Context: an optimization exercise on an open-source flow, tuned for small area, a short achievable clock period and few clock cycles per item. The choices shown serve that exercise and are no tape-out recipe.
Function was checked by simulation only, so behaviour that the tests miss may differ from the original.
Power figures rest on the tool's default switching activity, not on a simulated workload.

==> config.mk <==
export PLATFORM = sky130hd
export DESIGN_NAME = link_force_sequencer
export DESIGN_NICKNAME = link_force_sequencer
export VERILOG_FILES = /design/flow/design.v
export SDC_FILE = /design/flow/constraint.sdc
export NUM_CORES = 4
export LEC_CHECK = 0
export CAP_MARGIN = 20
export CORE_MARGIN = 2
export CORE_UTILIZATION = 72
export CTS_BUF_LIST = sky130_fd_sc_hd__clkbuf_16
export CTS_CLUSTER_DIAMETER = 80
export CTS_CLUSTER_SIZE = 30
export SETUP_SLACK_MARGIN = 4.3
export SLEW_MARGIN = 20
==> constraint.sdc <==
create_clock -name core_clock -period 8.0 [get_ports {clk}]
set_input_delay 1.6000 -clock core_clock [delete_from_list [all_inputs] [get_ports {clk}]]
set_output_delay 1.6000 -clock core_clock [all_outputs]
set_load 0.01 [all_outputs]
==> design.v <==
package mi_pipeline_pkg;
  localparam int SIZE       = 27;
  localparam int ADDR_WIDTH = 4;
  localparam int LINK_WIDTH = 4;
  localparam int K_WIDTH    = 18;
  localparam int FRAC       = 16;
  localparam int CS_LO      = 8;
endpackage
module link_table #(
  parameter int LINK_WIDTH = 4,
  parameter int ADDR_WIDTH = 4,
  parameter int K_WIDTH    = 18
) (
  input  logic                        clk,
  input  logic                        rst_n,
  input  logic                        we,
  input  logic [LINK_WIDTH-1:0]       waddr,
  input  logic [ADDR_WIDTH-1:0]       wmass_a,
  input  logic [ADDR_WIDTH-1:0]       wmass_b,
  input  logic signed [K_WIDTH-1:0]   wk,
  input  logic [LINK_WIDTH-1:0]       raddr,
  output logic                        rvalid,
  output logic signed [K_WIDTH-1:0]   rk,
  input  logic [LINK_WIDTH-1:0]       paddr,
  output logic [2*ADDR_WIDTH-1:0]     pmass,
  output logic [2*ADDR_WIDTH-1:0]     pmass0
);
  localparam int DEPTH = 1 << LINK_WIDTH;
  localparam int MW    = 2 * ADDR_WIDTH;
  logic [DEPTH-1:0]              vld;
  logic [DEPTH-1:0][MW-1:0]      m_ent;
  logic [DEPTH-1:0][K_WIDTH-1:0] k_ent;
  logic [DEPTH-1:0]              rsel;
  logic [DEPTH-1:0]              psel;
  always_ff @(posedge clk or negedge rst_n) begin
    if (!rst_n)
      vld <= '0;
    else if (we)
      vld[waddr] <= 1'b1;
  end
  for (genvar e = 0; e < DEPTH; e++) begin : g_ent
    always_ff @(posedge clk) begin
      if (we && waddr == e) begin
        m_ent[e] <= {wmass_a, wmass_b};
        k_ent[e] <= wk;
      end
    end
    assign rsel[e] = (raddr == e);
    assign psel[e] = (paddr == e);
  end
  assign pmass0 = m_ent[0];
  always_comb begin
    rvalid = 1'b0;
    rk     = '0;
    pmass  = '0;
    for (int e = 0; e < DEPTH; e++) begin
      rvalid = rvalid | (rsel[e] & vld[e]);
      rk     = rk | ({K_WIDTH{rsel[e] & vld[e]}} & k_ent[e]);
      pmass  = pmass | ({MW{psel[e]}} & m_ent[e]);
    end
  end
endmodule
module link_force_sequencer #(
  parameter int SIZE       = mi_pipeline_pkg::SIZE,
  parameter int ADDR_WIDTH = mi_pipeline_pkg::ADDR_WIDTH,
  parameter int LINK_WIDTH = mi_pipeline_pkg::LINK_WIDTH,
  parameter int K_WIDTH    = mi_pipeline_pkg::K_WIDTH,
  parameter int FRAC       = mi_pipeline_pkg::FRAC
) (
  input  logic                      clk,
  input  logic                      rst_n,
  input  logic                      start,
  input  logic [LINK_WIDTH:0]       n_links,
  input  logic                      cfg_we,
  input  logic [LINK_WIDTH-1:0]     cfg_addr,
  input  logic [ADDR_WIDTH-1:0]     cfg_mass_a,
  input  logic [ADDR_WIDTH-1:0]     cfg_mass_b,
  input  logic signed [K_WIDTH-1:0] cfg_k,
  output logic [ADDR_WIDTH-1:0]     r_addr_q1,
  output logic [ADDR_WIDTH-1:0]     r_addr_q2,
  input  logic signed [SIZE-1:0]    q1,
  input  logic signed [SIZE-1:0]    q2,
  output logic                      out_valid,
  input  logic                      out_ready,
  output logic [ADDR_WIDTH-1:0]     out_mass_a,
  output logic [ADDR_WIDTH-1:0]     out_mass_b,
  output logic signed [SIZE-1:0]    out_force,
  output logic                      busy,
  output logic                      done
);
  localparam int PW = SIZE + 1 + K_WIDTH;   
  localparam int HW = PW - FRAC;            
  localparam int ND = K_WIDTH / 2;          
  localparam int LO = mi_pipeline_pkg::CS_LO;
  logic                  active;    
  logic                  zdone;     
  logic                  iss;       
  logic [LINK_WIDTH-1:0] idx;       
  logic [LINK_WIDTH-1:0] idx_d;
  logic [LINK_WIDTH-1:0] pidx;
  logic                  rsm;       
  logic [LINK_WIDTH-1:0] ntx;       
  logic [LINK_WIDTH-1:0] last;      
  logic                  olast;     
  logic                  stall;
  logic                  xfer;
  logic                  issue;
  logic                  fin;
  logic                  start_go;
  logic                  we;
  logic                         t_valid;
  logic        [K_WIDTH-1:0]    t_k;
  logic [2*ADDR_WIDTH-1:0]      t_m;
  logic [2*ADDR_WIDTH-1:0]      t_m0;
  logic [2*ADDR_WIDTH-1:0]      pm;       
  logic [K_WIDTH:0] kx;
  logic [ND-1:0]    b_one;
  logic [ND-1:0]    b_two;
  logic [ND-1:0]    b_neg;
  logic                         s1_valid;
  logic        [SIZE:0]         s1_diff;
  logic [ND-1:0]                s1_one;
  logic [ND-1:0]                s1_two;
  logic [ND-1:0]                s1_neg;
  logic [2*ADDR_WIDTH-1:0]      s1_m;
  logic [PW-1:LO] cs_s;
  logic [PW-1:LO] cs_c;
  logic           cs_cl;
  logic                         s2_valid;
  logic [PW-1:LO]               s2_s;
  logic [PW-1:LO]               s2_c;
  logic                         s2_cl;
  logic [2*ADDR_WIDTH-1:0]      s2_m;
  logic [PW-1:LO]         prod;
  logic [HW-1:0]          hi;
  logic [SIZE-1:0]        force_d;
  assign stall    = out_valid & ~out_ready;
  assign xfer     = out_valid & out_ready;
  assign fin      = out_ready & olast;
  assign done     = fin | zdone;
  assign busy     = active & ~fin;
  assign start_go = start & ~active & (n_links != '0);
  assign issue    = start_go | (iss & ~rsm);
  assign we       = cfg_we & ~active;
  always_comb begin
    if (fin)
      idx_d = '0;
    else if (stall)
      idx_d = ntx + 1'b1;
    else if (issue)
      idx_d = idx + 1'b1;
    else
      idx_d = idx;
  end
  assign pidx = active ? (iss & ~rsm ? idx + 1'b1 : idx) : LINK_WIDTH'(1);
  link_table #(
    .LINK_WIDTH (LINK_WIDTH),
    .ADDR_WIDTH (ADDR_WIDTH),
    .K_WIDTH    (K_WIDTH)
  ) u_table (
    .clk     (clk),
    .rst_n   (rst_n),
    .we      (we),
    .waddr   (cfg_addr),
    .wmass_a (cfg_mass_a),
    .wmass_b (cfg_mass_b),
    .wk      (cfg_k),
    .raddr   (idx),
    .rvalid  (t_valid),
    .rk      (t_k),
    .paddr   (pidx),
    .pmass   (t_m),
    .pmass0  (t_m0)
  );
  always_ff @(posedge clk) begin
    if (we && cfg_addr == idx_d)
      pm <= {cfg_mass_a, cfg_mass_b};
    else if (idx_d == '0)
      pm <= t_m0;
    else
      pm <= t_m;
  end
  assign {r_addr_q1, r_addr_q2} = pm;
  always_ff @(posedge clk or negedge rst_n) begin
    if (!rst_n) begin
      active   <= 1'b0;
      zdone    <= 1'b0;
      iss      <= 1'b0;
      idx      <= '0;
      ntx      <= '0;
      last     <= '0;
      olast    <= 1'b0;
      rsm      <= 1'b0;
      s1_valid <= 1'b0;
      s2_valid <= 1'b0;
    end else begin
      zdone <= start & ~active & (n_links == '0);
      idx   <= idx_d;
      rsm   <= stall;
      if (start_go) begin
        active <= 1'b1;
        last   <= LINK_WIDTH'(n_links - 1'b1);
      end else if (fin) begin
        active <= 1'b0;
      end
      if (!stall)
        olast <= s2_valid & ~fin & ((out_valid ? ntx + 1'b1 : ntx) == last);
      if (fin) begin
        ntx <= '0;
        iss <= 1'b0;
      end else if (stall) begin
        iss      <= (ntx != last);
        s1_valid <= 1'b0;
        s2_valid <= 1'b0;
      end else begin
        if (xfer)
          ntx <= ntx + 1'b1;
        s1_valid <= issue;
        s2_valid <= s1_valid;
        if (issue)
          iss <= start_go ? (n_links > 5'd1) : (idx != last);
      end
    end
  end
  assign kx = {t_k, 1'b0};
  always_comb begin
    for (int j = 0; j < ND; j++) begin
      b_one[j] = kx[2*j+1] ^ kx[2*j];
      b_two[j] = (kx[2*j+2] & ~kx[2*j+1] & ~kx[2*j]) | (~kx[2*j+2] & kx[2*j+1] & kx[2*j]);
      b_neg[j] = kx[2*j+2];
    end
  end
  always_ff @(posedge clk) begin
    s1_diff <= {q2[SIZE-1], q2} - {q1[SIZE-1], q1};
    s1_one  <= b_one;
    s1_two  <= b_two;
    s1_neg  <= b_neg;
    s1_m    <= t_valid ? pm : '0;
  end
  lfs_booth_csa u_mul (
    .diff  (s1_diff),
    .b_one (s1_one),
    .b_two (s1_two),
    .b_neg (s1_neg),
    .s_hi  (cs_s),
    .c_hi  (cs_c),
    .c_lo  (cs_cl)
  );
  always_ff @(posedge clk) begin
    s2_s  <= cs_s;
    s2_c  <= cs_c;
    s2_cl <= cs_cl;
    s2_m  <= s1_m;
  end
  assign prod = s2_s + s2_c + (PW-LO)'(s2_cl);
  assign hi   = prod[PW-1:FRAC];
  always_comb begin
    if (hi[HW-1:SIZE-1] != '0 && hi[HW-1:SIZE-1] != '1)
      force_d = hi[HW-1] ? {1'b1, {(SIZE-1){1'b0}}} : {1'b0, {(SIZE-1){1'b1}}};
    else
      force_d = hi[SIZE-1:0];
  end
  always_ff @(posedge clk or negedge rst_n) begin
    if (!rst_n)
      out_valid <= 1'b0;
    else if (!stall)
      out_valid <= s2_valid & ~fin;
  end
  always_ff @(posedge clk) begin
    if (!stall) begin
      {out_mass_a, out_mass_b} <= s2_m;
      out_force                <= force_d;
    end
  end
endmodule
module lfs_booth_csa (
  input  logic [27:0] diff,
  input  logic [8:0] b_one,
  input  logic [8:0] b_two,
  input  logic [8:0] b_neg,
  output logic [37:0] s_hi,
  output logic [37:0] c_hi,
  output logic        c_lo
);
  logic [28:0] dx;
  logic [8:0] one, two, neg;
  logic [45:0] rs, rc;
  logic [8:0] lo;
  logic [28:0] pp0;
  logic [28:0] pp1;
  logic [28:0] pp2;
  logic [28:0] pp3;
  logic [28:0] pp4;
  logic [28:0] pp5;
  logic [28:0] pp6;
  logic [28:0] pp7;
  logic [28:0] pp8;
  assign dx = {diff[27], diff};
  assign one = b_one;
  assign two = b_two;
  assign neg = b_neg;
  assign pp0 = ({29{one[0]}} & dx | {29{two[0]}} & {dx[27:0], 1'b0}) ^ {29{neg[0]}};
  assign pp1 = ({29{one[1]}} & dx | {29{two[1]}} & {dx[27:0], 1'b0}) ^ {29{neg[1]}};
  assign pp2 = ({29{one[2]}} & dx | {29{two[2]}} & {dx[27:0], 1'b0}) ^ {29{neg[2]}};
  assign pp3 = ({29{one[3]}} & dx | {29{two[3]}} & {dx[27:0], 1'b0}) ^ {29{neg[3]}};
  assign pp4 = ({29{one[4]}} & dx | {29{two[4]}} & {dx[27:0], 1'b0}) ^ {29{neg[4]}};
  assign pp5 = ({29{one[5]}} & dx | {29{two[5]}} & {dx[27:0], 1'b0}) ^ {29{neg[5]}};
  assign pp6 = ({29{one[6]}} & dx | {29{two[6]}} & {dx[27:0], 1'b0}) ^ {29{neg[6]}};
  assign pp7 = ({29{one[7]}} & dx | {29{two[7]}} & {dx[27:0], 1'b0}) ^ {29{neg[7]}};
  assign pp8 = ({29{one[8]}} & dx | {29{two[8]}} & {dx[27:0], 1'b0}) ^ {29{neg[8]}};
  logic s1, c2;
  logic s3, c4;
  logic s5, c6;
  logic s7, c8;
  logic s9, c10;
  logic s11, c12;
  logic s13, c14;
  logic s15, c16;
  logic s17, c18;
  logic s19, c20;
  logic s21, c22;
  logic s23, c24;
  logic s25, c26;
  logic s27, c28;
  logic s29, c30;
  logic s31, c32;
  logic s33, c34;
  logic s35, c36;
  logic s37, c38;
  logic s39, c40;
  logic s41, c42;
  logic s43, c44;
  logic s45, c46;
  logic s47, c48;
  logic s49, c50;
  logic s51, c52;
  logic s53, c54;
  logic s55, c56;
  logic s57, c58;
  logic s59, c60;
  logic s61, c62;
  logic s63, c64;
  logic s65, c66;
  logic s67, c68;
  logic s69, c70;
  logic s71, c72;
  logic s73, c74;
  logic s75, c76;
  logic s77, c78;
  logic s79, c80;
  logic s81, c82;
  logic s83, c84;
  logic s85, c86;
  logic s87, c88;
  logic s89, c90;
  logic s91, c92;
  logic s93, c94;
  logic s95, c96;
  logic s97, c98;
  logic s99, c100;
  logic s101, c102;
  logic s103, c104;
  logic s105, c106;
  logic s107, c108;
  logic s109, c110;
  logic s111, c112;
  logic s113, c114;
  logic s115, c116;
  logic s117, c118;
  logic s119, c120;
  logic s121, c122;
  logic s123, c124;
  logic s125, c126;
  logic s127, c128;
  logic s129, c130;
  logic s131, c132;
  logic s133, c134;
  logic s135, c136;
  logic s137, c138;
  logic s139, c140;
  logic s141, c142;
  logic s143, c144;
  logic s145, c146;
  logic s147, c148;
  logic s149, c150;
  logic s151, c152;
  logic s153, c154;
  logic s155, c156;
  logic s157, c158;
  logic s159, c160;
  logic s161, c162;
  logic s163, c164;
  logic s165, c166;
  logic s167, c168;
  logic s169, c170;
  logic s171, c172;
  logic s173, c174;
  logic s175, c176;
  logic s177, c178;
  logic s179, c180;
  logic s181, c182;
  logic s183, c184;
  logic s185, c186;
  logic s187, c188;
  logic s189, c190;
  logic s191, c192;
  logic s193, c194;
  logic s195, c196;
  logic s197, c198;
  logic s199, c200;
  logic s201, c202;
  logic s203, c204;
  logic s205, c206;
  logic s207, c208;
  logic s209, c210;
  logic s211, c212;
  logic s213, c214;
  logic s215, c216;
  logic s217, c218;
  logic s219, c220;
  logic s221, c222;
  logic s223, c224;
  logic s225, c226;
  logic s227, c228;
  logic s229, c230;
  logic s231, c232;
  logic s233, c234;
  logic s235, c236;
  logic s237, c238;
  logic s239, c240;
  logic s241, c242;
  logic s243, c244;
  logic s245, c246;
  logic s247, c248;
  logic s249, c250;
  logic s251, c252;
  logic s253, c254;
  logic s255, c256;
  logic s257, c258;
  logic s259, c260;
  logic s261, c262;
  logic s263, c264;
  logic s265, c266;
  logic s267, c268;
  logic s269, c270;
  logic s271, c272;
  logic s273, c274;
  logic s275, c276;
  logic s277, c278;
  logic s279, c280;
  logic s281, c282;
  logic s283, c284;
  logic s285, c286;
  logic s287, c288;
  logic s289, c290;
  logic s291, c292;
  logic s293, c294;
  logic s295, c296;
  logic s297, c298;
  logic s299, c300;
  logic s301, c302;
  logic s303, c304;
  logic s305, c306;
  logic s307, c308;
  logic s309, c310;
  logic s311, c312;
  logic s313, c314;
  logic s315, c316;
  logic s317, c318;
  logic s319, c320;
  logic s321, c322;
  logic s323, c324;
  logic s325, c326;
  logic s327, c328;
  logic s329, c330;
  logic s331, c332;
  logic s333, c334;
  logic s335, c336;
  logic s337, c338;
  logic s339, c340;
  logic s341, c342;
  logic s343, c344;
  logic s345, c346;
  logic s347, c348;
  logic s349, c350;
  logic s351, c352;
  logic s353, c354;
  logic s355, c356;
  logic s357, c358;
  logic s359, c360;
  logic s361, c362;
  logic s363, c364;
  logic s365, c366;
  logic s367, c368;
  logic s369, c370;
  logic s371, c372;
  logic s373, c374;
  logic s375, c376;
  logic s377, c378;
  logic s379, c380;
  logic s381, c382;
  logic s383, c384;
  logic s385, c386;
  logic s387, c388;
  logic s389, c390;
  logic s391, c392;
  logic s393, c394;
  logic s395, c396;
  logic s397, c398;
  logic s399, c400;
  logic s401, c402;
  logic s403, c404;
  logic s405, c406;
  logic s407, c408;
  logic s409, c410;
  logic s411, c412;
  logic s413, c414;
  logic s415, c416;
  logic s417, c418;
  logic s419, c420;
  logic s421, c422;
  logic s423, c424;
  logic s425, c426;
  logic s427, c428;
  logic s429, c430;
  logic s431, c432;
  logic s433, c434;
  logic s435, c436;
  logic s437, c438;
  logic s439, c440;
  logic s441, c442;
  logic s443, c444;
  logic s445, c446;
  logic s447, c448;
  assign s1 = neg[1] ^ pp0[2] ^ pp1[0];
  assign c2 = (neg[1] & pp0[2]) | (neg[1] & pp1[0]) | (pp0[2] & pp1[0]);
  assign s3 = pp0[3] ^ pp1[1];
  assign c4 = pp0[3] & pp1[1];
  assign s5 = neg[2] ^ pp0[4] ^ pp1[2];
  assign c6 = (neg[2] & pp0[4]) | (neg[2] & pp1[2]) | (pp0[4] & pp1[2]);
  assign s7 = pp2[0] ^ c4;
  assign c8 = pp2[0] & c4;
  assign s9 = pp0[5] ^ pp1[3] ^ pp2[1];
  assign c10 = (pp0[5] & pp1[3]) | (pp0[5] & pp2[1]) | (pp1[3] & pp2[1]);
  assign s11 = c6 ^ c8;
  assign c12 = c6 & c8;
  assign s13 = neg[3] ^ pp0[6] ^ pp1[4];
  assign c14 = (neg[3] & pp0[6]) | (neg[3] & pp1[4]) | (pp0[6] & pp1[4]);
  assign s15 = pp2[2] ^ pp3[0] ^ c10;
  assign c16 = (pp2[2] & pp3[0]) | (pp2[2] & c10) | (pp3[0] & c10);
  assign s17 = s13 ^ c12;
  assign c18 = s13 & c12;
  assign s19 = pp0[7] ^ pp1[5] ^ pp2[3];
  assign c20 = (pp0[7] & pp1[5]) | (pp0[7] & pp2[3]) | (pp1[5] & pp2[3]);
  assign s21 = pp3[1] ^ c14 ^ s19;
  assign c22 = (pp3[1] & c14) | (pp3[1] & s19) | (c14 & s19);
  assign s23 = c16 ^ c18;
  assign c24 = c16 & c18;
  assign s25 = neg[4] ^ pp0[8] ^ pp1[6];
  assign c26 = (neg[4] & pp0[8]) | (neg[4] & pp1[6]) | (pp0[8] & pp1[6]);
  assign s27 = pp2[4] ^ pp3[2] ^ pp4[0];
  assign c28 = (pp2[4] & pp3[2]) | (pp2[4] & pp4[0]) | (pp3[2] & pp4[0]);
  assign s29 = c20 ^ s25 ^ s27;
  assign c30 = (c20 & s25) | (c20 & s27) | (s25 & s27);
  assign s31 = c22 ^ c24 ^ s29;
  assign c32 = (c22 & c24) | (c22 & s29) | (c24 & s29);
  assign s33 = pp0[9] ^ pp1[7] ^ pp2[5];
  assign c34 = (pp0[9] & pp1[7]) | (pp0[9] & pp2[5]) | (pp1[7] & pp2[5]);
  assign s35 = pp3[3] ^ pp4[1] ^ c26;
  assign c36 = (pp3[3] & pp4[1]) | (pp3[3] & c26) | (pp4[1] & c26);
  assign s37 = c28 ^ s33 ^ c30;
  assign c38 = (c28 & s33) | (c28 & c30) | (s33 & c30);
  assign s39 = s35 ^ c32 ^ s37;
  assign c40 = (s35 & c32) | (s35 & s37) | (c32 & s37);
  assign s41 = neg[5] ^ pp0[10] ^ pp1[8];
  assign c42 = (neg[5] & pp0[10]) | (neg[5] & pp1[8]) | (pp0[10] & pp1[8]);
  assign s43 = pp2[6] ^ pp3[4] ^ pp4[2];
  assign c44 = (pp2[6] & pp3[4]) | (pp2[6] & pp4[2]) | (pp3[4] & pp4[2]);
  assign s45 = pp5[0] ^ c34 ^ s41;
  assign c46 = (pp5[0] & c34) | (pp5[0] & s41) | (c34 & s41);
  assign s47 = s43 ^ c36 ^ s45;
  assign c48 = (s43 & c36) | (s43 & s45) | (c36 & s45);
  assign s49 = c38 ^ s47;
  assign c50 = c38 & s47;
  assign s51 = pp0[11] ^ pp1[9] ^ pp2[7];
  assign c52 = (pp0[11] & pp1[9]) | (pp0[11] & pp2[7]) | (pp1[9] & pp2[7]);
  assign s53 = pp3[5] ^ pp4[3] ^ pp5[1];
  assign c54 = (pp3[5] & pp4[3]) | (pp3[5] & pp5[1]) | (pp4[3] & pp5[1]);
  assign s55 = c42 ^ c44 ^ s51;
  assign c56 = (c42 & c44) | (c42 & s51) | (c44 & s51);
  assign s57 = s53 ^ c46 ^ s55;
  assign c58 = (s53 & c46) | (s53 & s55) | (c46 & s55);
  assign s59 = c48 ^ s57;
  assign c60 = c48 & s57;
  assign s61 = neg[6] ^ pp0[12] ^ pp1[10];
  assign c62 = (neg[6] & pp0[12]) | (neg[6] & pp1[10]) | (pp0[12] & pp1[10]);
  assign s63 = pp2[8] ^ pp3[6] ^ pp4[4];
  assign c64 = (pp2[8] & pp3[6]) | (pp2[8] & pp4[4]) | (pp3[6] & pp4[4]);
  assign s65 = pp5[2] ^ pp6[0] ^ c52;
  assign c66 = (pp5[2] & pp6[0]) | (pp5[2] & c52) | (pp6[0] & c52);
  assign s67 = c54 ^ s61 ^ s63;
  assign c68 = (c54 & s61) | (c54 & s63) | (s61 & s63);
  assign s69 = c56 ^ s65 ^ s67;
  assign c70 = (c56 & s65) | (c56 & s67) | (s65 & s67);
  assign s71 = c58 ^ s69;
  assign c72 = c58 & s69;
  assign s73 = pp0[13] ^ pp1[11] ^ pp2[9];
  assign c74 = (pp0[13] & pp1[11]) | (pp0[13] & pp2[9]) | (pp1[11] & pp2[9]);
  assign s75 = pp3[7] ^ pp4[5] ^ pp5[3];
  assign c76 = (pp3[7] & pp4[5]) | (pp3[7] & pp5[3]) | (pp4[5] & pp5[3]);
  assign s77 = pp6[1] ^ c62 ^ c64;
  assign c78 = (pp6[1] & c62) | (pp6[1] & c64) | (c62 & c64);
  assign s79 = s73 ^ s75 ^ c66;
  assign c80 = (s73 & s75) | (s73 & c66) | (s75 & c66);
  assign s81 = c68 ^ s77 ^ s79;
  assign c82 = (c68 & s77) | (c68 & s79) | (s77 & s79);
  assign s83 = c70 ^ c72;
  assign c84 = c70 & c72;
  assign s85 = neg[7] ^ pp0[14] ^ pp1[12];
  assign c86 = (neg[7] & pp0[14]) | (neg[7] & pp1[12]) | (pp0[14] & pp1[12]);
  assign s87 = pp2[10] ^ pp3[8] ^ pp4[6];
  assign c88 = (pp2[10] & pp3[8]) | (pp2[10] & pp4[6]) | (pp3[8] & pp4[6]);
  assign s89 = pp5[4] ^ pp6[2] ^ pp7[0];
  assign c90 = (pp5[4] & pp6[2]) | (pp5[4] & pp7[0]) | (pp6[2] & pp7[0]);
  assign s91 = c74 ^ c76 ^ s85;
  assign c92 = (c74 & c76) | (c74 & s85) | (c76 & s85);
  assign s93 = s87 ^ s89 ^ c78;
  assign c94 = (s87 & s89) | (s87 & c78) | (s89 & c78);
  assign s95 = s91 ^ c80 ^ s93;
  assign c96 = (s91 & c80) | (s91 & s93) | (c80 & s93);
  assign s97 = c82 ^ s95;
  assign c98 = c82 & s95;
  assign s99 = pp0[15] ^ pp1[13] ^ pp2[11];
  assign c100 = (pp0[15] & pp1[13]) | (pp0[15] & pp2[11]) | (pp1[13] & pp2[11]);
  assign s101 = pp3[9] ^ pp4[7] ^ pp5[5];
  assign c102 = (pp3[9] & pp4[7]) | (pp3[9] & pp5[5]) | (pp4[7] & pp5[5]);
  assign s103 = pp6[3] ^ pp7[1] ^ c86;
  assign c104 = (pp6[3] & pp7[1]) | (pp6[3] & c86) | (pp7[1] & c86);
  assign s105 = c88 ^ c90 ^ s99;
  assign c106 = (c88 & c90) | (c88 & s99) | (c90 & s99);
  assign s107 = s101 ^ c92 ^ s103;
  assign c108 = (s101 & c92) | (s101 & s103) | (c92 & s103);
  assign s109 = s105 ^ c94 ^ s107;
  assign c110 = (s105 & c94) | (s105 & s107) | (c94 & s107);
  assign s111 = c96 ^ s109;
  assign c112 = c96 & s109;
  assign s113 = neg[8] ^ pp0[16] ^ pp1[14];
  assign c114 = (neg[8] & pp0[16]) | (neg[8] & pp1[14]) | (pp0[16] & pp1[14]);
  assign s115 = pp2[12] ^ pp3[10] ^ pp4[8];
  assign c116 = (pp2[12] & pp3[10]) | (pp2[12] & pp4[8]) | (pp3[10] & pp4[8]);
  assign s117 = pp5[6] ^ pp6[4] ^ pp7[2];
  assign c118 = (pp5[6] & pp6[4]) | (pp5[6] & pp7[2]) | (pp6[4] & pp7[2]);
  assign s119 = pp8[0] ^ c100 ^ c102;
  assign c120 = (pp8[0] & c100) | (pp8[0] & c102) | (c100 & c102);
  assign s121 = s113 ^ s115 ^ s117;
  assign c122 = (s113 & s115) | (s113 & s117) | (s115 & s117);
  assign s123 = c104 ^ c106 ^ s119;
  assign c124 = (c104 & c106) | (c104 & s119) | (c106 & s119);
  assign s125 = s121 ^ c108 ^ s123;
  assign c126 = (s121 & c108) | (s121 & s123) | (c108 & s123);
  assign s127 = c110 ^ s125;
  assign c128 = c110 & s125;
  assign s129 = pp0[17] ^ pp1[15] ^ pp2[13];
  assign c130 = (pp0[17] & pp1[15]) | (pp0[17] & pp2[13]) | (pp1[15] & pp2[13]);
  assign s131 = pp3[11] ^ pp4[9] ^ pp5[7];
  assign c132 = (pp3[11] & pp4[9]) | (pp3[11] & pp5[7]) | (pp4[9] & pp5[7]);
  assign s133 = pp6[5] ^ pp7[3] ^ pp8[1];
  assign c134 = (pp6[5] & pp7[3]) | (pp6[5] & pp8[1]) | (pp7[3] & pp8[1]);
  assign s135 = c114 ^ c116 ^ c118;
  assign c136 = (c114 & c116) | (c114 & c118) | (c116 & c118);
  assign s137 = s129 ^ s131 ^ s133;
  assign c138 = (s129 & s131) | (s129 & s133) | (s131 & s133);
  assign s139 = c120 ^ c122 ^ s135;
  assign c140 = (c120 & c122) | (c120 & s135) | (c122 & s135);
  assign s141 = s137 ^ c124 ^ s139;
  assign c142 = (s137 & c124) | (s137 & s139) | (c124 & s139);
  assign s143 = c126 ^ s141;
  assign c144 = c126 & s141;
  assign s145 = pp0[18] ^ pp1[16] ^ pp2[14];
  assign c146 = (pp0[18] & pp1[16]) | (pp0[18] & pp2[14]) | (pp1[16] & pp2[14]);
  assign s147 = pp3[12] ^ pp4[10] ^ pp5[8];
  assign c148 = (pp3[12] & pp4[10]) | (pp3[12] & pp5[8]) | (pp4[10] & pp5[8]);
  assign s149 = pp6[6] ^ pp7[4] ^ pp8[2];
  assign c150 = (pp6[6] & pp7[4]) | (pp6[6] & pp8[2]) | (pp7[4] & pp8[2]);
  assign s151 = c130 ^ c132 ^ c134;
  assign c152 = (c130 & c132) | (c130 & c134) | (c132 & c134);
  assign s153 = s145 ^ s147 ^ s149;
  assign c154 = (s145 & s147) | (s145 & s149) | (s147 & s149);
  assign s155 = c136 ^ c138 ^ s151;
  assign c156 = (c136 & c138) | (c136 & s151) | (c138 & s151);
  assign s157 = s153 ^ c140 ^ s155;
  assign c158 = (s153 & c140) | (s153 & s155) | (c140 & s155);
  assign s159 = c142 ^ s157;
  assign c160 = c142 & s157;
  assign s161 = pp0[19] ^ pp1[17] ^ pp2[15];
  assign c162 = (pp0[19] & pp1[17]) | (pp0[19] & pp2[15]) | (pp1[17] & pp2[15]);
  assign s163 = pp3[13] ^ pp4[11] ^ pp5[9];
  assign c164 = (pp3[13] & pp4[11]) | (pp3[13] & pp5[9]) | (pp4[11] & pp5[9]);
  assign s165 = pp6[7] ^ pp7[5] ^ pp8[3];
  assign c166 = (pp6[7] & pp7[5]) | (pp6[7] & pp8[3]) | (pp7[5] & pp8[3]);
  assign s167 = c146 ^ c148 ^ c150;
  assign c168 = (c146 & c148) | (c146 & c150) | (c148 & c150);
  assign s169 = s161 ^ s163 ^ s165;
  assign c170 = (s161 & s163) | (s161 & s165) | (s163 & s165);
  assign s171 = c152 ^ c154 ^ s167;
  assign c172 = (c152 & c154) | (c152 & s167) | (c154 & s167);
  assign s173 = s169 ^ c156 ^ s171;
  assign c174 = (s169 & c156) | (s169 & s171) | (c156 & s171);
  assign s175 = c158 ^ s173;
  assign c176 = c158 & s173;
  assign s177 = pp0[20] ^ pp1[18] ^ pp2[16];
  assign c178 = (pp0[20] & pp1[18]) | (pp0[20] & pp2[16]) | (pp1[18] & pp2[16]);
  assign s179 = pp3[14] ^ pp4[12] ^ pp5[10];
  assign c180 = (pp3[14] & pp4[12]) | (pp3[14] & pp5[10]) | (pp4[12] & pp5[10]);
  assign s181 = pp6[8] ^ pp7[6] ^ pp8[4];
  assign c182 = (pp6[8] & pp7[6]) | (pp6[8] & pp8[4]) | (pp7[6] & pp8[4]);
  assign s183 = c162 ^ c164 ^ c166;
  assign c184 = (c162 & c164) | (c162 & c166) | (c164 & c166);
  assign s185 = s177 ^ s179 ^ s181;
  assign c186 = (s177 & s179) | (s177 & s181) | (s179 & s181);
  assign s187 = c168 ^ c170 ^ s183;
  assign c188 = (c168 & c170) | (c168 & s183) | (c170 & s183);
  assign s189 = s185 ^ c172 ^ s187;
  assign c190 = (s185 & c172) | (s185 & s187) | (c172 & s187);
  assign s191 = c174 ^ s189;
  assign c192 = c174 & s189;
  assign s193 = pp0[21] ^ pp1[19] ^ pp2[17];
  assign c194 = (pp0[21] & pp1[19]) | (pp0[21] & pp2[17]) | (pp1[19] & pp2[17]);
  assign s195 = pp3[15] ^ pp4[13] ^ pp5[11];
  assign c196 = (pp3[15] & pp4[13]) | (pp3[15] & pp5[11]) | (pp4[13] & pp5[11]);
  assign s197 = pp6[9] ^ pp7[7] ^ pp8[5];
  assign c198 = (pp6[9] & pp7[7]) | (pp6[9] & pp8[5]) | (pp7[7] & pp8[5]);
  assign s199 = c178 ^ c180 ^ c182;
  assign c200 = (c178 & c180) | (c178 & c182) | (c180 & c182);
  assign s201 = s193 ^ s195 ^ s197;
  assign c202 = (s193 & s195) | (s193 & s197) | (s195 & s197);
  assign s203 = c184 ^ c186 ^ s199;
  assign c204 = (c184 & c186) | (c184 & s199) | (c186 & s199);
  assign s205 = s201 ^ c188 ^ s203;
  assign c206 = (s201 & c188) | (s201 & s203) | (c188 & s203);
  assign s207 = c190 ^ s205;
  assign c208 = c190 & s205;
  assign s209 = pp0[22] ^ pp1[20] ^ pp2[18];
  assign c210 = (pp0[22] & pp1[20]) | (pp0[22] & pp2[18]) | (pp1[20] & pp2[18]);
  assign s211 = pp3[16] ^ pp4[14] ^ pp5[12];
  assign c212 = (pp3[16] & pp4[14]) | (pp3[16] & pp5[12]) | (pp4[14] & pp5[12]);
  assign s213 = pp6[10] ^ pp7[8] ^ pp8[6];
  assign c214 = (pp6[10] & pp7[8]) | (pp6[10] & pp8[6]) | (pp7[8] & pp8[6]);
  assign s215 = c194 ^ c196 ^ c198;
  assign c216 = (c194 & c196) | (c194 & c198) | (c196 & c198);
  assign s217 = s209 ^ s211 ^ s213;
  assign c218 = (s209 & s211) | (s209 & s213) | (s211 & s213);
  assign s219 = c200 ^ c202 ^ s215;
  assign c220 = (c200 & c202) | (c200 & s215) | (c202 & s215);
  assign s221 = s217 ^ c204 ^ s219;
  assign c222 = (s217 & c204) | (s217 & s219) | (c204 & s219);
  assign s223 = c206 ^ s221;
  assign c224 = c206 & s221;
  assign s225 = pp0[23] ^ pp1[21] ^ pp2[19];
  assign c226 = (pp0[23] & pp1[21]) | (pp0[23] & pp2[19]) | (pp1[21] & pp2[19]);
  assign s227 = pp3[17] ^ pp4[15] ^ pp5[13];
  assign c228 = (pp3[17] & pp4[15]) | (pp3[17] & pp5[13]) | (pp4[15] & pp5[13]);
  assign s229 = pp6[11] ^ pp7[9] ^ pp8[7];
  assign c230 = (pp6[11] & pp7[9]) | (pp6[11] & pp8[7]) | (pp7[9] & pp8[7]);
  assign s231 = c210 ^ c212 ^ c214;
  assign c232 = (c210 & c212) | (c210 & c214) | (c212 & c214);
  assign s233 = s225 ^ s227 ^ s229;
  assign c234 = (s225 & s227) | (s225 & s229) | (s227 & s229);
  assign s235 = c216 ^ c218 ^ s231;
  assign c236 = (c216 & c218) | (c216 & s231) | (c218 & s231);
  assign s237 = s233 ^ c220 ^ s235;
  assign c238 = (s233 & c220) | (s233 & s235) | (c220 & s235);
  assign s239 = c222 ^ s237;
  assign c240 = c222 & s237;
  assign s241 = pp0[24] ^ pp1[22] ^ pp2[20];
  assign c242 = (pp0[24] & pp1[22]) | (pp0[24] & pp2[20]) | (pp1[22] & pp2[20]);
  assign s243 = pp3[18] ^ pp4[16] ^ pp5[14];
  assign c244 = (pp3[18] & pp4[16]) | (pp3[18] & pp5[14]) | (pp4[16] & pp5[14]);
  assign s245 = pp6[12] ^ pp7[10] ^ pp8[8];
  assign c246 = (pp6[12] & pp7[10]) | (pp6[12] & pp8[8]) | (pp7[10] & pp8[8]);
  assign s247 = c226 ^ c228 ^ c230;
  assign c248 = (c226 & c228) | (c226 & c230) | (c228 & c230);
  assign s249 = s241 ^ s243 ^ s245;
  assign c250 = (s241 & s243) | (s241 & s245) | (s243 & s245);
  assign s251 = c232 ^ c234 ^ s247;
  assign c252 = (c232 & c234) | (c232 & s247) | (c234 & s247);
  assign s253 = s249 ^ c236 ^ s251;
  assign c254 = (s249 & c236) | (s249 & s251) | (c236 & s251);
  assign s255 = c238 ^ s253;
  assign c256 = c238 & s253;
  assign s257 = pp0[25] ^ pp1[23] ^ pp2[21];
  assign c258 = (pp0[25] & pp1[23]) | (pp0[25] & pp2[21]) | (pp1[23] & pp2[21]);
  assign s259 = pp3[19] ^ pp4[17] ^ pp5[15];
  assign c260 = (pp3[19] & pp4[17]) | (pp3[19] & pp5[15]) | (pp4[17] & pp5[15]);
  assign s261 = pp6[13] ^ pp7[11] ^ pp8[9];
  assign c262 = (pp6[13] & pp7[11]) | (pp6[13] & pp8[9]) | (pp7[11] & pp8[9]);
  assign s263 = c242 ^ c244 ^ c246;
  assign c264 = (c242 & c244) | (c242 & c246) | (c244 & c246);
  assign s265 = s257 ^ s259 ^ s261;
  assign c266 = (s257 & s259) | (s257 & s261) | (s259 & s261);
  assign s267 = c248 ^ c250 ^ s263;
  assign c268 = (c248 & c250) | (c248 & s263) | (c250 & s263);
  assign s269 = s265 ^ c252 ^ s267;
  assign c270 = (s265 & c252) | (s265 & s267) | (c252 & s267);
  assign s271 = c254 ^ s269;
  assign c272 = c254 & s269;
  assign s273 = pp0[26] ^ pp1[24] ^ pp2[22];
  assign c274 = (pp0[26] & pp1[24]) | (pp0[26] & pp2[22]) | (pp1[24] & pp2[22]);
  assign s275 = pp3[20] ^ pp4[18] ^ pp5[16];
  assign c276 = (pp3[20] & pp4[18]) | (pp3[20] & pp5[16]) | (pp4[18] & pp5[16]);
  assign s277 = pp6[14] ^ pp7[12] ^ pp8[10];
  assign c278 = (pp6[14] & pp7[12]) | (pp6[14] & pp8[10]) | (pp7[12] & pp8[10]);
  assign s279 = c258 ^ c260 ^ c262;
  assign c280 = (c258 & c260) | (c258 & c262) | (c260 & c262);
  assign s281 = s273 ^ s275 ^ s277;
  assign c282 = (s273 & s275) | (s273 & s277) | (s275 & s277);
  assign s283 = c264 ^ c266 ^ s279;
  assign c284 = (c264 & c266) | (c264 & s279) | (c266 & s279);
  assign s285 = s281 ^ c268 ^ s283;
  assign c286 = (s281 & c268) | (s281 & s283) | (c268 & s283);
  assign s287 = c270 ^ s285;
  assign c288 = c270 & s285;
  assign s289 = pp0[27] ^ pp1[25] ^ pp2[23];
  assign c290 = (pp0[27] & pp1[25]) | (pp0[27] & pp2[23]) | (pp1[25] & pp2[23]);
  assign s291 = pp3[21] ^ pp4[19] ^ pp5[17];
  assign c292 = (pp3[21] & pp4[19]) | (pp3[21] & pp5[17]) | (pp4[19] & pp5[17]);
  assign s293 = pp6[15] ^ pp7[13] ^ pp8[11];
  assign c294 = (pp6[15] & pp7[13]) | (pp6[15] & pp8[11]) | (pp7[13] & pp8[11]);
  assign s295 = c274 ^ c276 ^ c278;
  assign c296 = (c274 & c276) | (c274 & c278) | (c276 & c278);
  assign s297 = s289 ^ s291 ^ s293;
  assign c298 = (s289 & s291) | (s289 & s293) | (s291 & s293);
  assign s299 = c280 ^ c282 ^ s295;
  assign c300 = (c280 & c282) | (c280 & s295) | (c282 & s295);
  assign s301 = s297 ^ c284 ^ s299;
  assign c302 = (s297 & c284) | (s297 & s299) | (c284 & s299);
  assign s303 = c286 ^ s301;
  assign c304 = c286 & s301;
  assign s305 = 1'b1 ^ ~pp0[28] ^ pp1[26];
  assign c306 = (1'b1 & ~pp0[28]) | (1'b1 & pp1[26]) | (~pp0[28] & pp1[26]);
  assign s307 = pp2[24] ^ pp3[22] ^ pp4[20];
  assign c308 = (pp2[24] & pp3[22]) | (pp2[24] & pp4[20]) | (pp3[22] & pp4[20]);
  assign s309 = pp5[18] ^ pp6[16] ^ pp7[14];
  assign c310 = (pp5[18] & pp6[16]) | (pp5[18] & pp7[14]) | (pp6[16] & pp7[14]);
  assign s311 = pp8[12] ^ c290 ^ c292;
  assign c312 = (pp8[12] & c290) | (pp8[12] & c292) | (c290 & c292);
  assign s313 = c294 ^ s305 ^ s307;
  assign c314 = (c294 & s305) | (c294 & s307) | (s305 & s307);
  assign s315 = s309 ^ c296 ^ c298;
  assign c316 = (s309 & c296) | (s309 & c298) | (c296 & c298);
  assign s317 = s311 ^ s313 ^ c300;
  assign c318 = (s311 & s313) | (s311 & c300) | (s313 & c300);
  assign s319 = s315 ^ c302 ^ s317;
  assign c320 = (s315 & c302) | (s315 & s317) | (c302 & s317);
  assign s321 = 1'b1 ^ pp1[27] ^ pp2[25];
  assign c322 = (1'b1 & pp1[27]) | (1'b1 & pp2[25]) | (pp1[27] & pp2[25]);
  assign s323 = pp3[23] ^ pp4[21] ^ pp5[19];
  assign c324 = (pp3[23] & pp4[21]) | (pp3[23] & pp5[19]) | (pp4[21] & pp5[19]);
  assign s325 = pp6[17] ^ pp7[15] ^ pp8[13];
  assign c326 = (pp6[17] & pp7[15]) | (pp6[17] & pp8[13]) | (pp7[15] & pp8[13]);
  assign s327 = c306 ^ c308 ^ c310;
  assign c328 = (c306 & c308) | (c306 & c310) | (c308 & c310);
  assign s329 = s321 ^ s323 ^ s325;
  assign c330 = (s321 & s323) | (s321 & s325) | (s323 & s325);
  assign s331 = c312 ^ c314 ^ s327;
  assign c332 = (c312 & c314) | (c312 & s327) | (c314 & s327);
  assign s333 = s329 ^ c316 ^ s331;
  assign c334 = (s329 & c316) | (s329 & s331) | (c316 & s331);
  assign s335 = c318 ^ s333;
  assign c336 = c318 & s333;
  assign s337 = ~pp1[28] ^ pp2[26] ^ pp3[24];
  assign c338 = (~pp1[28] & pp2[26]) | (~pp1[28] & pp3[24]) | (pp2[26] & pp3[24]);
  assign s339 = pp4[22] ^ pp5[20] ^ pp6[18];
  assign c340 = (pp4[22] & pp5[20]) | (pp4[22] & pp6[18]) | (pp5[20] & pp6[18]);
  assign s341 = pp7[16] ^ pp8[14] ^ c322;
  assign c342 = (pp7[16] & pp8[14]) | (pp7[16] & c322) | (pp8[14] & c322);
  assign s343 = c324 ^ c326 ^ s337;
  assign c344 = (c324 & c326) | (c324 & s337) | (c326 & s337);
  assign s345 = s339 ^ c328 ^ c330;
  assign c346 = (s339 & c328) | (s339 & c330) | (c328 & c330);
  assign s347 = s341 ^ s343 ^ c332;
  assign c348 = (s341 & s343) | (s341 & c332) | (s343 & c332);
  assign s349 = s345 ^ c334 ^ s347;
  assign c350 = (s345 & c334) | (s345 & s347) | (c334 & s347);
  assign s351 = 1'b1 ^ pp2[27] ^ pp3[25];
  assign c352 = (1'b1 & pp2[27]) | (1'b1 & pp3[25]) | (pp2[27] & pp3[25]);
  assign s353 = pp4[23] ^ pp5[21] ^ pp6[19];
  assign c354 = (pp4[23] & pp5[21]) | (pp4[23] & pp6[19]) | (pp5[21] & pp6[19]);
  assign s355 = pp7[17] ^ pp8[15] ^ c338;
  assign c356 = (pp7[17] & pp8[15]) | (pp7[17] & c338) | (pp8[15] & c338);
  assign s357 = c340 ^ s351 ^ s353;
  assign c358 = (c340 & s351) | (c340 & s353) | (s351 & s353);
  assign s359 = c342 ^ c344 ^ s355;
  assign c360 = (c342 & c344) | (c342 & s355) | (c344 & s355);
  assign s361 = s357 ^ c346 ^ s359;
  assign c362 = (s357 & c346) | (s357 & s359) | (c346 & s359);
  assign s363 = c348 ^ s361;
  assign c364 = c348 & s361;
  assign s365 = ~pp2[28] ^ pp3[26] ^ pp4[24];
  assign c366 = (~pp2[28] & pp3[26]) | (~pp2[28] & pp4[24]) | (pp3[26] & pp4[24]);
  assign s367 = pp5[22] ^ pp6[20] ^ pp7[18];
  assign c368 = (pp5[22] & pp6[20]) | (pp5[22] & pp7[18]) | (pp6[20] & pp7[18]);
  assign s369 = pp8[16] ^ c352 ^ c354;
  assign c370 = (pp8[16] & c352) | (pp8[16] & c354) | (c352 & c354);
  assign s371 = s365 ^ s367 ^ c356;
  assign c372 = (s365 & s367) | (s365 & c356) | (s367 & c356);
  assign s373 = c358 ^ s369 ^ c360;
  assign c374 = (c358 & s369) | (c358 & c360) | (s369 & c360);
  assign s375 = s371 ^ c362 ^ s373;
  assign c376 = (s371 & c362) | (s371 & s373) | (c362 & s373);
  assign s377 = 1'b1 ^ pp3[27] ^ pp4[25];
  assign c378 = (1'b1 & pp3[27]) | (1'b1 & pp4[25]) | (pp3[27] & pp4[25]);
  assign s379 = pp5[23] ^ pp6[21] ^ pp7[19];
  assign c380 = (pp5[23] & pp6[21]) | (pp5[23] & pp7[19]) | (pp6[21] & pp7[19]);
  assign s381 = pp8[17] ^ c366 ^ c368;
  assign c382 = (pp8[17] & c366) | (pp8[17] & c368) | (c366 & c368);
  assign s383 = s377 ^ s379 ^ c370;
  assign c384 = (s377 & s379) | (s377 & c370) | (s379 & c370);
  assign s385 = s381 ^ c372 ^ s383;
  assign c386 = (s381 & c372) | (s381 & s383) | (c372 & s383);
  assign s387 = c374 ^ s385;
  assign c388 = c374 & s385;
  assign s389 = ~pp3[28] ^ pp4[26] ^ pp5[24];
  assign c390 = (~pp3[28] & pp4[26]) | (~pp3[28] & pp5[24]) | (pp4[26] & pp5[24]);
  assign s391 = pp6[22] ^ pp7[20] ^ pp8[18];
  assign c392 = (pp6[22] & pp7[20]) | (pp6[22] & pp8[18]) | (pp7[20] & pp8[18]);
  assign s393 = c378 ^ c380 ^ s389;
  assign c394 = (c378 & c380) | (c378 & s389) | (c380 & s389);
  assign s395 = s391 ^ c382 ^ s393;
  assign c396 = (s391 & c382) | (s391 & s393) | (c382 & s393);
  assign s397 = c384 ^ s395 ^ c386;
  assign c398 = (c384 & s395) | (c384 & c386) | (s395 & c386);
  assign s399 = 1'b1 ^ pp4[27] ^ pp5[25];
  assign c400 = (1'b1 & pp4[27]) | (1'b1 & pp5[25]) | (pp4[27] & pp5[25]);
  assign s401 = pp6[23] ^ pp7[21] ^ pp8[19];
  assign c402 = (pp6[23] & pp7[21]) | (pp6[23] & pp8[19]) | (pp7[21] & pp8[19]);
  assign s403 = c390 ^ c392 ^ s399;
  assign c404 = (c390 & c392) | (c390 & s399) | (c392 & s399);
  assign s405 = s401 ^ c394 ^ s403;
  assign c406 = (s401 & c394) | (s401 & s403) | (c394 & s403);
  assign s407 = c396 ^ s405;
  assign c408 = c396 & s405;
  assign s409 = ~pp4[28] ^ pp5[26] ^ pp6[24];
  assign c410 = (~pp4[28] & pp5[26]) | (~pp4[28] & pp6[24]) | (pp5[26] & pp6[24]);
  assign s411 = pp7[22] ^ pp8[20] ^ c400;
  assign c412 = (pp7[22] & pp8[20]) | (pp7[22] & c400) | (pp8[20] & c400);
  assign s413 = c402 ^ s409 ^ c404;
  assign c414 = (c402 & s409) | (c402 & c404) | (s409 & c404);
  assign s415 = s411 ^ c406 ^ s413;
  assign c416 = (s411 & c406) | (s411 & s413) | (c406 & s413);
  assign s417 = 1'b1 ^ pp5[27] ^ pp6[25];
  assign c418 = (1'b1 & pp5[27]) | (1'b1 & pp6[25]) | (pp5[27] & pp6[25]);
  assign s419 = pp7[23] ^ pp8[21] ^ c410;
  assign c420 = (pp7[23] & pp8[21]) | (pp7[23] & c410) | (pp8[21] & c410);
  assign s421 = s417 ^ c412 ^ s419;
  assign c422 = (s417 & c412) | (s417 & s419) | (c412 & s419);
  assign s423 = c414 ^ s421;
  assign c424 = c414 & s421;
  assign s425 = ~pp5[28] ^ pp6[26] ^ pp7[24];
  assign c426 = (~pp5[28] & pp6[26]) | (~pp5[28] & pp7[24]) | (pp6[26] & pp7[24]);
  assign s427 = pp8[22] ^ c418 ^ s425;
  assign c428 = (pp8[22] & c418) | (pp8[22] & s425) | (c418 & s425);
  assign s429 = c420 ^ s427 ^ c422;
  assign c430 = (c420 & s427) | (c420 & c422) | (s427 & c422);
  assign s431 = 1'b1 ^ pp6[27] ^ pp7[25];
  assign c432 = (1'b1 & pp6[27]) | (1'b1 & pp7[25]) | (pp6[27] & pp7[25]);
  assign s433 = pp8[23] ^ c426 ^ s431;
  assign c434 = (pp8[23] & c426) | (pp8[23] & s431) | (c426 & s431);
  assign s435 = c428 ^ s433;
  assign c436 = c428 & s433;
  assign s437 = ~pp6[28] ^ pp7[26] ^ pp8[24];
  assign c438 = (~pp6[28] & pp7[26]) | (~pp6[28] & pp8[24]) | (pp7[26] & pp8[24]);
  assign s439 = c432 ^ s437 ^ c434;
  assign c440 = (c432 & s437) | (c432 & c434) | (s437 & c434);
  assign s441 = 1'b1 ^ pp7[27] ^ pp8[25];
  assign c442 = (1'b1 & pp7[27]) | (1'b1 & pp8[25]) | (pp7[27] & pp8[25]);
  assign s443 = c438 ^ s441;
  assign c444 = c438 & s441;
  assign s445 = ~pp7[28] ^ pp8[26] ^ c442;
  assign c446 = (~pp7[28] & pp8[26]) | (~pp7[28] & c442) | (pp8[26] & c442);
  assign s447 = 1'b1 ^ pp8[27];
  assign c448 = 1'b1 & pp8[27];
  assign rs[0] = pp0[0];
  assign rc[0] = neg[0];
  assign rs[1] = pp0[1];
  assign rc[1] = 1'b0;
  assign rs[2] = s1;
  assign rc[2] = 1'b0;
  assign rs[3] = c2;
  assign rc[3] = s3;
  assign rs[4] = s5;
  assign rc[4] = s7;
  assign rs[5] = s9;
  assign rc[5] = s11;
  assign rs[6] = s15;
  assign rc[6] = s17;
  assign rs[7] = s21;
  assign rc[7] = s23;
  assign rs[8] = s31;
  assign rc[8] = 1'b0;
  assign rs[9] = s39;
  assign rc[9] = 1'b0;
  assign rs[10] = c40;
  assign rc[10] = s49;
  assign rs[11] = c50;
  assign rc[11] = s59;
  assign rs[12] = c60;
  assign rc[12] = s71;
  assign rs[13] = s81;
  assign rc[13] = s83;
  assign rs[14] = c84;
  assign rc[14] = s97;
  assign rs[15] = c98;
  assign rc[15] = s111;
  assign rs[16] = c112;
  assign rc[16] = s127;
  assign rs[17] = c128;
  assign rc[17] = s143;
  assign rs[18] = c144;
  assign rc[18] = s159;
  assign rs[19] = c160;
  assign rc[19] = s175;
  assign rs[20] = c176;
  assign rc[20] = s191;
  assign rs[21] = c192;
  assign rc[21] = s207;
  assign rs[22] = c208;
  assign rc[22] = s223;
  assign rs[23] = c224;
  assign rc[23] = s239;
  assign rs[24] = c240;
  assign rc[24] = s255;
  assign rs[25] = c256;
  assign rc[25] = s271;
  assign rs[26] = c272;
  assign rc[26] = s287;
  assign rs[27] = c288;
  assign rc[27] = s303;
  assign rs[28] = c304;
  assign rc[28] = s319;
  assign rs[29] = c320;
  assign rc[29] = s335;
  assign rs[30] = c336;
  assign rc[30] = s349;
  assign rs[31] = c350;
  assign rc[31] = s363;
  assign rs[32] = c364;
  assign rc[32] = s375;
  assign rs[33] = c376;
  assign rc[33] = s387;
  assign rs[34] = c388;
  assign rc[34] = s397;
  assign rs[35] = c398;
  assign rc[35] = s407;
  assign rs[36] = c408;
  assign rc[36] = s415;
  assign rs[37] = c416;
  assign rc[37] = s423;
  assign rs[38] = c424;
  assign rc[38] = s429;
  assign rs[39] = c430;
  assign rc[39] = s435;
  assign rs[40] = c436;
  assign rc[40] = s439;
  assign rs[41] = c440;
  assign rc[41] = s443;
  assign rs[42] = c444;
  assign rc[42] = s445;
  assign rs[43] = c446;
  assign rc[43] = s447;
  assign rs[44] = ~pp8[28];
  assign rc[44] = c448;
  assign rs[45] = 1'b1;
  assign rc[45] = 1'b0;
  assign lo = {1'b0, rs[7:0]} + {1'b0, rc[7:0]};
  assign c_lo = lo[8];
  assign s_hi = rs[45:8];
  assign c_hi = rc[45:8];
endmodule
==> flow/run.sh <==
#!/bin/bash
# The standard layout (standard.sh), with the port buffers that
# buffer_ports inserts made sky130_fd_sc_hd__buf_2 cells.
set -euo pipefail
bash standard.sh "BUFFER_PORTS_ARGS=-buffer_cell sky130_fd_sc_hd__buf_2" finish > standard_make.log 2>&1
==> standard.sh <==
#!/bin/bash
# synth_recipe.tcl (not shown) runs the flow's synth.tcl, then flattens the netlist and writes it again
# the make line also repeats each setting of config.mk as NAME=value (left out here)
make -C /OpenROAD-flow-scripts/flow DESIGN_CONFIG=/design/flow/config.mk WORK_HOME=/design/flow/orfs CLKGATE_MAP_FILE= SYNTH_SCRIPT=/design/flow/synth_recipe.tcl "${@:-finish}"
==> results of run 1 <==
## placed cells by master, fill, tap and decap left out, drive strengths merged, types with 44 or more instances in the layout
master | synthesis | final
a21oi | 64 | 64
a22oi | 358 | 358
a22o | 44 | 44
dfxtp | 152 | 152
nand3 | 62 | 62
fa | 185 | 185
xnor2 | 120 | 120
xor2 | 218 | 218
inv | 199 | 222
ha | 118 | 118
a221oi | 44 | 44
edfxtp | 451 | 451
buf | 52 | 200
o21ai | 77 | 77
nor2 | 61 | 61
nand2 | 69 | 69
## flip-flops by register name, indices dropped and copies added (netlist names), 4 cells and up
name and cells:
u_table.k_ent 288, out_mass_a 4, s1_neg 9, s2_m 8
last 4, s2_s 37, s2_c 35, out_mass_b 4
idx 4, s1_two 9, s1_diff 28, s1_one 9
u_table.m_ent 128, pm 8, ntx 4, s1_m 8
out_force 27, u_table.vld 16
## repair_timing
item / CTS / global route
setup endpoints to repair: 78 / 35
buffers inserted: 0 / 4
pin swaps: 2 / 2
cloned: 1 / 0
endpoints found under the hold margin: 0 / 0
gates resized for setup: 39 / 34
## cell type report
type	instances	area, sq um
Fill cell	2884	10600
Clock inverter	26	210
Antenna cell	3	7.51
Sequential cell	639	17600
Tap cell	615	769
Timing Repair Buffer	200	1260
Multi-Input combinational cell	1742	15700
Clock buffer	32	801
Inverter	199	747
## through the flow
step	setup WS [ns]	util	power, uW	hold slack, ns
2_1_floorplan	4.26	-	12700	0.310
3_3_place_gp	3.30	0.751	15500	0.310
3_5_place_dp	2.98	0.751	16000	0.312
4_1_cts	4.30	0.774	18000	0.337
5_1_grt	4.25	0.778	19600	0.342
6_report	4.32	0.778	18000	0.337
## synthesized netlist by cell type (32+ instances only)
library cell,n
clkbuf_1,158
edfxtp_1,451
o21ai_0,42
dfxtp_1,152
nor2_1,61
a22oi_1,358
a22o_1,44
a221oi_1,43
xnor2_1,120
nor2b_1,32
dfrtp_1,36
buf_1,43
inv_1,199
a21oi_1,64
fa_1,185
xor2_1,218
ha_1,118
a21o_1,33
nand3_1,62
nand2_1,69
## worst max-delay path, delay by kind of cell
kind / cells / cell delay (ns)
AND/OR/NAND/NOR: 2 / 0.24
buffers and inverters: 2 / 0.23
## cell families (layout without fill, tap and decap cells)
group | count (synthesis) | count (layout) | share of synthesized area
fa+ha+maj | 303 | 303 | 0.149
compound gates | 720 | 721 | 0.155
buf+inv | 412 | 457 | 0.0469
xor+xnor | 338 | 338 | 0.0853
other cells | 0 | 3 | 0
mux | 5 | 5 | 0.00151
simple gates | 375 | 375 | 0.0579
flops | 639 | 639 | 0.504
## power by group
group          internal [uW]  leakage (uW)  switching [uW]
clock                    769      0.000546            1060
combinational           4700       0.00770            6610
sequential              4370       0.00581             489
total                   9840        0.0141            8170
## per-layer routing
metal  global-route usage  wire (um)  vias up
met5                    0         12        -
met4                0.184       4780        2
met3               0.0522       7780      368
met2                0.601      43900     1416
met1                0.438      31100    11562
li1                     -          -    10191
## worst paths after layout
check	from	endpoint	depth (start not counted)	slack (ns)
worst max-delay path	out_ready	busy	4	4.32
worst min-delay path	s1_m[7]$_SDFF_PN0_	s2_m[7]$_DFF_P_	0	0.34
worst max register to register	s1_diff[9]$_DFF_P_	s2_c[20]$_DFF_P_	8	4.35
worst min register to register	s1_m[7]$_SDFF_PN0_	s2_m[7]$_DFF_P_	0	0.34
max in group asynchronous	rst_n	u_table.vld[10]$_DFFE_PN0P_	1	6.39
min in group asynchronous	rst_n	u_table.vld[4]$_DFFE_PN0P_	1	1.05
==> notes.md, run 1 <==
- Status: timing/DRC/antenna clean
- Slew Limit Fails: 0
- Drc violations: 0
- Placed cells: 3390
- Number of buffers created by CTS: 31
- Worst stage delay on the critical path: 0.18 ns
- Critical Path RT: 6.40 ns
- 1st-pass router iterations: 6
- Largest net degree at the start of global routing: 50
- Netlist cell types: 90
- HPWL Detailed: 53900 um
- Routed WL: 87600 um
- H-tree depth: 1
- Synth top area cells: edfxtp_1 39%, fa_1 11%, dfxtp_1 8.8%, a22oi_1 7.7%, xor2_1 5.5%
- Maximum fanout along the worst path: 10
- Sink Count: 639
- Maxcap violations: 0
- Power per cell area: 486 nW/um^2
- Setup violators final: 0
- Top-Level Pins: 140
- Setup TNS Final: 0 ns
- Initial Util: 0.728
- RSZ-0062 raised after global routing: yes
- Avg WL per Cell: 25.3 um
- First-pass GRT wire length: 134000 um
- Least-Margin Pin Slew: 1.16 ns
- Number of synthesis warnings: 2
- Dominant synthesized flop cell: edfxtp_1
- Die width: 223 um
- Share of layout cells above drive strength 1: 0.118
- CP Capture Type: primary output
- Crit-path cells: buf_12 > nand2_8 > and2_4 > buf_2
- Syn nets: 3189
- Min Tclk post-route: 3.68 ns
- Clock-pin slew on the worst setup and hold paths: 0.10 ns
- Yosys top cell by area: edfxtp_1
- Vias: 23539
- Rel. slew slack: 0.227
- CP max-delay cell: and2_4
- Ratio of final minimum period to clock period: 0.460
- Clk root buf: clkbuf_16
- Die area: 49900 sq um
- CP Launch Type: input pin
- I/O Buffers: 139
- Hold Vio Cnt, Final: 0
- WS Path Type: input pin to primary output
- Non-Filler Instances: 3456
- Std cell rows: 80
- RD Place Congestion: 0.906
- CTS tree: built
- Area Overhead vs Synth: 6.82%
- Worst-skew pair later-pin latency: 0.65 ns
- Post-DR vias/cell: 6.81
- Worst IR Drop VDD: 0.400 mV
- Initial antenna violation count: 4
- Share of the synthesized area in the top cell type: 0.390
- WP data arrival: 2.08 ns
- Vias in the first global route: 23961
- Seq/Total Area, Yosys: 0.504
- Final Cell Area: 37100 sq um
- Syn avg cell area: 12.4 sq um
- Die Ht: 223 um
- Min-delay worst type: flip-flop to flip-flop
- Post-DP Area: 35800 sq um
- Total track usage: 0.352
- DRT iter0 DRCs: 2561
- Synth Cell Area: 34700 sq um
- Clock Skew: 0.0308 ns
- Static leakage: 0.0141 uW
- Cts hold-fix bufs: 0
- Post-synthesis async set-or-reset flop share: 0.0563
- Core Box Area: 47600 sq um
- Post-synth EDFFs: 451
- Mapped Cells: 2792
- Synth Register Bits: 639
- ANT nets after route: 0
- Max Fclk: 272 MHz
- Nets: 3210
- Clock buffer depth: 3
- Global route total overflow: 0
Testbench counts, summed over its fixed seeds: cycles 6,298, items 5,157.
==> run 2: changes to the inputs <==
==> flow/run.sh (replaced) <==
#!/bin/bash
# The standard layout (standard.sh), with the port buffers that
# buffer_ports inserts made sky130_fd_sc_hd__buf_1 cells.
set -euo pipefail
bash standard.sh "BUFFER_PORTS_ARGS=-buffer_cell sky130_fd_sc_hd__buf_1" finish > standard_make.log 2>&1
--- a/config.mk
+++ b/config.mk
@@ -7,7 +7,7 @@
 export LEC_CHECK = 0
 export CAP_MARGIN = 20
 export CORE_MARGIN = 2
-export CORE_UTILIZATION = 72
+export CORE_UTILIZATION = 60
 export CTS_BUF_LIST = sky130_fd_sc_hd__clkbuf_16
 export CTS_CLUSTER_DIAMETER = 80
 export CTS_CLUSTER_SIZE = 30
==> notes.md, run 2 <==
- Status: timing/DRC/antenna clean
- Least-Margin Pin Slew: 1.03 ns
- WP data arrival: 2.08 ns
- First-pass GRT wire length: 137000 um
- HPWL Detailed: 55200 um
- ANT nets after route: 0
- Largest register FFs: 288
- Clock-pin slew on the worst setup and hold paths: 0.11 ns
- Syn avg cell area: 12.4 sq um
- Synth top area cells: edfxtp_1 39%, fa_1 11%, dfxtp_1 8.8%, a22oi_1 7.7%, xor2_1 5.5%
- Crit-path cells: buf_8 > nand2_8 > and2_4 > buf_2
- Synth Register Bits: 639
- Hold Vio Cnt, Final: 0
- Top flop regs: u_table.k_ent: 288 flops, u_table.m_ent: 128 flops, s2_s: 37 flops
- Critical Path RT: 6.40 ns
- Mapped Cells: 2792
- Die Ht: 244 um
- Ratio of final minimum period to clock period: 0.461
- Clock Skew: 0.0387 ns
- Number of buffers created by CTS: 35
- H-tree depth: 2
- Max Fclk: 271 MHz
- Largest net degree at the start of global routing: 50
- Synth Cell Area: 34700 sq um
- Share of layout cells above drive strength 1: 0.0759
- Core Box Area: 57500 sq um
- Netlist cell types: 90
- Drc violations: 0
- Most frequent cells in the layout: 451 x edfxtp_1, 357 x a22oi_1, 218 x xor2_1
- Routed WL: 91100 um
- Std cell rows: 88
- Dominant synthesized flop cell: edfxtp_1
- CP Launch Type: input pin
- DRT iter0 DRCs: 2265
- Global route total overflow: 0
- Top cells by count, synth: 451 x edfxtp_1, 358 x a22oi_1, 218 x xor2_1
- Total track usage: 0.302
- Post-DR vias/cell: 6.41
- Worst stage delay on the critical path: 0.17 ns
- Reg with most FFs: u_table.k_ent
- Top-Level Pins: 140
- Post-synth EDFFs: 451
- Seq/Total Area, Yosys: 0.504
- Min-delay worst type: flip-flop to flip-flop
- Power per cell area: 483 nW/um^2
- CTS tree: built
- CP max-delay cell: and2_4
- Yosys top cell by area: edfxtp_1
- Commonest non-fill, non-tap cell in the layout: edfxtp_1
- Most numerous cell in the Yosys netlist: edfxtp_1
- Min Tclk post-route: 3.68 ns
- I/O Buffers: 139
- RD Place Congestion: 0.873
- Nets: 3218
- Vias: 23158
- 1st-pass router iterations: 6
- Initial antenna violation count: 2
- Area Overhead vs Synth: 7.71%
- Fill cells: 4446
- Final worst slack: 4.32 ns
- Maxcap violations: 0
- Clock buffer depth: 3
- Static leakage: 0.0138 uW
- Share of the synthesized area in the top cell type: 0.390
- Maximum fanout along the worst path: 10
- Number of synthesis warnings: 2
- Syn nets: 3189
- Placement Setup Slack: 3.26 ns
- Post-DP Area: 35800 sq um
- Setup violators final: 0
- Initial Util: 0.604
- RSZ-0062 raised after global routing: yes
- Post-synthesis async set-or-reset flop share: 0.0563
- Avg WL per Cell: 25.2 um
- Slew Limit Fails: 0
- Vias in the first global route: 23261
- Worst-skew pair later-pin latency: 0.60 ns
- Die width: 244 um
- WS Path Type: input pin to primary output
- Clk root buf: clkbuf_16
- Rel. slew slack: 0.315
- Setup TNS Final: 0 ns
- CP Capture Type: primary output
- Final Cell Area: 37400 sq um
- Sink Count: 639
- Worst IR Drop VDD: 0.514 mV
- Cts hold-fix bufs: 0
- Die area: 59800 sq um
## run 2: cell counts after synthesis
Identical to the previous run, type by type.
## run 2: what timing repair did
item	in CTS	in global routing
setup buffers	1	3
gates resized for setup	39	42
gates cloned	1	0
pin swaps	1	2
endpoints found under the setup margin	75	54
## run 2: power by group
group / total [uW] / internal [uW] / switching [uW]
clock network: 2050 / 880 / 1170
logic: 11100 / 4630 / 6500
registers: 4880 / 4370 / 502
total: 18100 / 9890 / 8170
## run 2: stage by stage
step                      utilization  total power [uW]  instances  hold WS [ns]
after floorplan                     -             12700       2792         0.310
after CTS                       0.646             18200       3609         0.337
after global placement          0.623             15800       3544         0.311
after detailed placement        0.623             16100       3544         0.312
after global routing            0.650             19800       3612         0.349
final                           0.650             18100       3613         0.338
## run 2: final cells by class
cell class                      count  area (sq um)  share of cell area
Timing Repair Buffer              204          1160              0.0310
Multi-Input combinational cell   1742         15700               0.421
Inverter                          199           747              0.0200
Antenna cell                        1          2.50           0.0000670
Tap cell                          765           957              0.0256
Sequential cell                   639         17600               0.470
Clock buffer                       35           876              0.0234
Clock inverter                     28           324             0.00867
## run 2: cells by family after synthesis
| family | count (synthesis) | synth area share |
|---|---|---|
| multiplexers | 5 | 0.00151 |
| buffers and inverters | 412 | 0.0469 |
| AO/OA/AOI/OAI | 720 | 0.155 |
| XOR/XNOR | 338 | 0.0853 |
| AND/OR/NAND/NOR | 375 | 0.0579 |
| adder cells (fa/ha/maj) | 303 | 0.149 |
| flip-flops | 639 | 0.504 |
## run 2: layer usage
layer  routed length (um)  vias up  global-route usage
met5                   27        -                   0
met4                 3240        4               0.110
met3                 6540      223              0.0452
met2                46800     1011               0.535
met1                34500    11720               0.376
li1                     -    10200                   -
## run 2: worst paths after layout
kind / startpoint / endpoint / slack [ns] / depth (start not counted)
worst min-delay path: s1_m[0]$_SDFF_PN0_ / s2_m[0]$_DFF_P_ / 0.34 / 0
max in group asynchronous: rst_n / out_valid$_DFFE_PN0N_ / 6.25 / 1
worst min register to register: s1_m[0]$_SDFF_PN0_ / s2_m[0]$_DFF_P_ / 0.34 / 0
worst max register to register: s1_diff[23]$_DFF_P_ / s2_c[23]$_DFF_P_ / 4.32 / 9
min in group asynchronous: rst_n / u_table.vld[5]$_DFFE_PN0P_ / 1.14 / 1
worst max-delay path: out_ready / busy / 4.32 / 4
## run 2: critical path, delay by kind of cell
kind,cells,cell delay (ns)
buf+inv,2,0.25
simple gates,2,0.23

[static timing again, ports no longer ideal]
Ports are ideal in the flow. The routed layouts listed here were re-timed in OpenROAD. Step 1 assumes that a clkbuf_16 drives the clock port and a buf_2 every other input. Step 2 adds t to the input delays and takes it off the output delays; t is the mean of the earliest and latest rising clock arrival at the registers after step 1. Input paths then give back, and output paths get back, about the clock's delay inside the block. Three values: ideal ports, drivers, drivers and shift; two values: the first two.
run | t, ns | setup slack, ns | hold slack, ns | worst register clock-pin slew, ns
run 1 | 0.697 | 4.323 / 4.260 / 3.805 | 0.337 / 0.337 / 0.337 | 0.11 / 0.11
run 2 | 0.639 | 4.315 / 4.267 / 3.824 | 0.338 / 0.338 / 0.338 | 0.11 / 0.11
After both steps setup and hold are still met in every run listed. The setup slack of run 1, which loses most, moves by -0.063 ns with the drivers and by -0.518 ns with both steps.
